What follows belongs to an exercise in optimizing a design on an open flow for small area, a short achievable clock period and few clock cycles per item; a production flow would make more cautious choices. In this exercise RTL edits were held to simulation tests only and were not proved equivalent to the original. Power is estimated from default activity; no workload was simulated.

==> flow/design.v <==
package smrc_pkg;
   localparam int BUCKETS_DEF = 60;
   localparam logic [6:0] MINUTE_AT_RESET = 7'd61;
   localparam logic [30:0] RATE_MAX = {31{1'b1}};
   localparam int CW = 33;
endpackage
module smrc_add #(
   parameter int W = 32
) (
   input  logic [W-1:0] a,
   input  logic [W-1:0] b,
   input  logic         cin,
   output logic [W-1:0] sum,
   output logic         cout
);
   localparam int L = $clog2(W + 1);
   logic [W:0] g [L+1];
   logic [W:0] p [L+1];
   always_comb begin
      g[0][0] = cin;
      p[0][0] = 1'b0;
      for (int i = 0; i < W; i++) begin
         g[0][i+1] = a[i] & b[i];
         p[0][i+1] = a[i] ^ b[i];
      end
      for (int l = 0; l < L; l++) begin
         for (int i = 0; i <= W; i++) begin
            if (((i >> l) & 1) == 1) begin
               g[l+1][i] = g[l][i] | (p[l][i] & g[l][((i >> l) << l) - 1]);
               p[l+1][i] = p[l][i] & p[l][((i >> l) << l) - 1];
            end else begin
               g[l+1][i] = g[l][i];
               p[l+1][i] = p[l][i];
            end
         end
      end
      for (int i = 0; i < W; i++)
         sum[i] = p[0][i+1] ^ g[L][i];
      cout = g[L][W];
   end
endmodule
import smrc_pkg::*;
module smrc_window #(
   parameter int BUCKETS = smrc_pkg::BUCKETS_DEF
) (
   input  logic               clock,
   input  logic               reset,
   input  logic [BUCKETS-1:0] rd_sel,
   output logic [CW+1:0]      rd_mark,    
   input  logic               en,         
   input  logic               changed,    
   input  logic               clear_all,  
   input  logic [BUCKETS-1:0] sweep,      
   input  logic [CW+1:0]      rd_in,      
   input  logic [CW-1:0]      cum,        
   input  logic [30:0]        wr,         
   output logic [CW-1:0]      mark,       
   output logic               mark_drop   
);
   logic [CW:0]        mem [BUCKETS];     
   logic [BUCKETS-1:0] live, drop;
   logic               mark_ep;
   logic [CW+1:0]      mark_new, mark_sel;
   logic [CW:0]        rd_val;
   logic               rd_live, rd_fwd;
   logic [31:0]        since_q, since_new;   
   logic               ep_q, ep_new, turn;
   assign turn   = en && since_q[31];
   assign ep_new = ep_q ^ turn;
   always_comb begin
      for (int i = 0; i < BUCKETS; i++)
         drop[i] = turn && (mem[i][CW] == ep_new);
   end
   always_comb begin
      since_new = turn ? 32'd0 : since_q;
      if (en && changed)
         since_new = since_new + 32'(wr);
   end
   always_comb begin
      mark_sel = {mark_drop, mark_ep, mark};
      if (en && changed)
         mark_sel = rd_in;
      mark_new = mark_sel;
      if (turn && mark_sel[CW] == ep_new)
         mark_new[CW+1] = 1'b1;
      if (en && clear_all)
         mark_new = {1'b0, ep_new, cum};
   end
   always_comb begin
      rd_val  = '0;
      rd_live = 1'b0;
      for (int i = 0; i < BUCKETS; i++) begin
         rd_val  = rd_val | (mem[i] & {(CW+1){rd_sel[i] && live[i]}});
         rd_live = rd_live | (rd_sel[i] && live[i] && !drop[i]);
      end
      rd_fwd = en && (clear_all || |(rd_sel & sweep));
      if (rd_fwd)
         rd_mark = {1'b0, ep_new, cum};
      else if (rd_live)
         rd_mark = {1'b0, rd_val};
      else
         rd_mark = mark_new;
   end
   always_ff @(posedge clock) begin
      if (reset) begin
         live      <= '0;
         mark      <= '0;
         mark_ep   <= 1'b0;
         mark_drop <= 1'b0;
         ep_q      <= 1'b0;
         since_q   <= '0;
      end else begin
         {mark_drop, mark_ep, mark} <= mark_new;
         ep_q    <= ep_new;
         since_q <= since_new;
         if (en)
            live <= (clear_all ? '0 : (live & ~drop)) | sweep;
      end
   end
   always_ff @(posedge clock) begin
      for (int i = 0; i < BUCKETS; i++)
         if (en && sweep[i])
            mem[i] <= {ep_new, cum};
   end
endmodule
import smrc_pkg::*;
module sliding_minute_rate_counter #(
   parameter int BUCKETS = smrc_pkg::BUCKETS_DEF
) (
   input  logic    clock,
   input  logic    reset,
   input  logic    req_valid,
   output logic    req_stall,
   input  logic [75:0] req_data,
   output logic    rsp_valid,
   input  logic    rsp_stall,
   output logic [93:0] rsp_data
);
   localparam int SEC_W = $clog2(BUCKETS);
   logic            adv;
   logic            skid_vld, out_vld;
   logic [93:0]     skid_q, out_q, res;
   assign adv = !skid_vld;
   logic            in_vld;
   logic            in_pos;
   logic [75:0]     in_q;
   logic [BUCKETS-1:0] in_rsel;
   logic [5:0]      req_sec;
   logic [SEC_W-1:0] req_fold;
   assign req_sec  = req_data[11:6];
   assign req_fold = (req_sec[5:2] == 4'b1111) ? {4'b0000, req_sec[1:0]} : req_sec;
   always_ff @(posedge clock) begin
      if (reset)
         in_vld <= 1'b0;
      else if (adv)
         in_vld <= req_valid;
   end
   always_ff @(posedge clock) begin
      if (adv) begin
         in_q   <= req_data;
         in_pos <= !req_data[75] && (req_data[74:12] != '0);
         for (int i = 0; i < BUCKETS; i++)
            in_rsel[i] <= (req_fold == SEC_W'((i + BUCKETS - 1) % BUCKETS));
      end
   end
   logic [63:0]        inc;
   logic [5:0]         sec_code, minute;
   logic [SEC_W-1:0]   sec_now;
   logic               inc_big;
   logic [31:0]        pend_sum;
   logic [30:0]        pend_new;
   logic [7:0]         min_diff;
   logic               changed, clear_all;
   logic [BUCKETS-1:0] sweep;
   logic [CW+1:0]      rd_mark;
   logic [30:0]        pend_q;
   logic [SEC_W-1:0]   last_sec_q;
   logic [6:0]         last_min_q;
   logic               a_vld, a_chg, a_clr;
   logic [30:0]        a_wr;
   logic [62:0]        a_inc;
   logic [BUCKETS-1:0] a_sweep;
   logic [CW+1:0]      a_rd;
   assign inc      = in_q[75:12];
   assign sec_code = in_q[11:6];
   assign minute   = in_q[5:0];
   assign sec_now  = (sec_code[5:2] == 4'b1111) ? {4'b0000, sec_code[1:0]} : sec_code;
   assign inc_big  = |inc[62:31];
   smrc_add #(.W(31)) u_pend_add (
      .a (pend_q), .b (inc[30:0]), .cin (1'b0),
      .sum (pend_sum[30:0]), .cout (pend_sum[31])
   );
   assign pend_new = !in_pos ? pend_q
                   : ((inc_big || pend_sum[31]) ? RATE_MAX : pend_sum[30:0]);
   assign min_diff  = {2'b00, minute} - {1'b0, last_min_q};
   assign clear_all = $signed(min_diff) > 8'sd1;
   assign changed   = (sec_now != last_sec_q);
   always_comb begin
      for (int i = 0; i < BUCKETS; i++) begin
         if (sec_now >= last_sec_q)
            sweep[i] = (SEC_W'(i) > last_sec_q) && (SEC_W'(i) <= sec_now);
         else
            sweep[i] = (SEC_W'(i) > last_sec_q) || (SEC_W'(i) <= sec_now);
      end
   end
   always_ff @(posedge clock) begin
      if (reset) begin
         pend_q     <= '0;
         last_sec_q <= '0;
         last_min_q <= MINUTE_AT_RESET;
      end else if (adv && in_vld) begin
         last_sec_q <= sec_now;
         if (changed) begin
            pend_q     <= '0;
            last_min_q <= {1'b0, minute};
         end else begin
            pend_q <= pend_new;
         end
      end
   end
   always_ff @(posedge clock) begin
      if (reset)
         a_vld <= 1'b0;
      else if (adv)
         a_vld <= in_vld;
   end
   always_ff @(posedge clock) begin
      if (adv) begin
         a_chg    <= changed;
         a_clr    <= clear_all;
         a_wr     <= pend_new;
         a_sweep  <= changed ? sweep : '0;
         a_rd     <= rd_mark;
         a_inc    <= in_pos ? inc[62:0] : '0;
      end
   end
   logic [CW-1:0]    cum_q, cum_add, mark;
   logic             mark_drop;
   logic [62:0]      b_inc;
   logic             b_vld;
   smrc_window #(
      .BUCKETS (BUCKETS)
   ) u_window (
      .clock     (clock),
      .reset     (reset),
      .rd_sel    (in_rsel),
      .rd_mark   (rd_mark),
      .en        (adv && a_vld),
      .changed   (a_chg),
      .clear_all (a_clr),
      .sweep     (a_sweep),
      .rd_in     (a_rd),
      .cum       (cum_q),
      .wr        (a_wr),
      .mark      (mark),
      .mark_drop (mark_drop)
   );
   smrc_add #(.W(CW)) u_cum_add (
      .a (cum_q), .b (CW'(a_wr)), .cin (1'b0),
      .sum (cum_add), .cout ()
   );
   always_ff @(posedge clock) begin
      if (reset)
         cum_q <= '0;
      else if (adv && a_vld && a_chg)
         cum_q <= cum_add;
   end
   always_ff @(posedge clock) begin
      if (reset)
         b_vld <= 1'b0;
      else if (adv)
         b_vld <= a_vld;
   end
   always_ff @(posedge clock) begin
      if (adv)
         b_inc <= a_inc;
   end
   logic [CW-1:0]    win_full;
   logic [30:0]      c_win;
   logic             c_win_sat;
   logic [62:0]      tot_q;
   logic             tot_sat_q;
   logic [63:0]      tot_sum;
   logic             c_vld;
   smrc_add #(.W(CW)) u_win_sub (
      .a (cum_q), .b (~mark), .cin (1'b1),
      .sum (win_full), .cout ()
   );
   smrc_add #(.W(63)) u_tot_add (
      .a (tot_q), .b (b_inc), .cin (1'b0),
      .sum (tot_sum[62:0]), .cout (tot_sum[63])
   );
   always_ff @(posedge clock) begin
      if (reset) begin
         tot_q     <= '0;
         tot_sat_q <= 1'b0;
      end else if (adv && b_vld) begin
         tot_q <= tot_sum[62:0];
         if (tot_sum[63])
            tot_sat_q <= 1'b1;
      end
   end
   always_ff @(posedge clock) begin
      if (reset)
         c_vld <= 1'b0;
      else if (adv)
         c_vld <= b_vld;
   end
   always_ff @(posedge clock) begin
      if (adv)
      begin
         c_win     <= win_full[30:0];
         c_win_sat <= (|win_full[CW-1:31]) || mark_drop;
      end
   end
   assign res = {tot_q | {63{tot_sat_q}}, c_win | {31{c_win_sat}}};
   logic out_en, push;
   assign push   = adv && c_vld;
   assign out_en = !(out_vld && rsp_stall);
   always_ff @(posedge clock) begin
      if (reset) begin
         out_vld  <= 1'b0;
         skid_vld <= 1'b0;
      end else begin
         if (out_en)
            out_vld <= skid_vld || push;
         skid_vld <= out_vld && rsp_stall && (skid_vld || push);
      end
   end
   always_ff @(posedge clock) begin
      if (out_en)
         out_q <= skid_vld ? skid_q : res;
      if (!skid_vld)
         skid_q <= res;
   end
   assign req_stall = skid_vld;
   assign rsp_valid = out_vld;
   assign rsp_data  = out_q;
endmodule
Settings: LEC_CHECK=0, CAP_MARGIN=20, CORE_MARGIN=2, CORE_UTILIZATION=55, SETUP_SLACK_MARGIN=4.8, SLEW_MARGIN=20; clock period 8.0 ns.
run.sh (not shown) runs the stock make flow with config.mk's settings and CLKGATE_MAP_FILE= SYNTH_SCRIPT=/design/flow/synth_recipe.tcl, a recipe that flattens the netlist after the stock synthesis.
Testbench counts at the start, summed over its fixed seeds: cycles 2,440, items 2,400.
Then changed:
- ABC_AREA: unset -> 1
- CORE_UTILIZATION: 55 -> 68
- CTS_CLUSTER_DIAMETER: unset -> 100
- CTS_CLUSTER_SIZE: unset -> 24
Setup slack improved by 310 ps.
Non-clock buffer count went down by 203.
First-iteration DRC count rises by 19%.
Register-to-register slack gets better by 310 ps.
Power falls by 17%.
Die area decreases by 15%.
Global-route usage goes up by 5.8 points.
Final cell count climbs by 12%.
Design area goes down by 3.8%.
Core utilization rose by 9.2 points.
Synthesized cell count came out higher by 29%.

## static timing again, ports no longer ideal
No port has a modelled driver above. Below, the same layouts with a new extraction and two added sets of constraints. Step 1 assumes that a clkbuf_16 drives the clock port and a buf_2 every other input. Step 2 times the ports against the registers' clock, not the clock port: input delays grow and output delays shrink by t, the midpoint of the rising clock arrivals with the driver on. a / b / c = ideal / step 1 / step 2; a / b = the first two.
| run | t, ns | slack for setup (ns) | worst register clock-pin slew, ns |
|---|---|---|---|
| the first run | 1.030 | 4.350 / 4.350 / 4.070 | 0.07 / 0.07 |
| the second run | 0.966 | 4.656 / 4.656 / 4.042 | 0.11 / 0.11 |
After both steps every run listed still meets setup and hold. For the second run, which loses most, drivers alone change the setup slack by 0.000 ns; drivers and shift together by -0.614 ns.
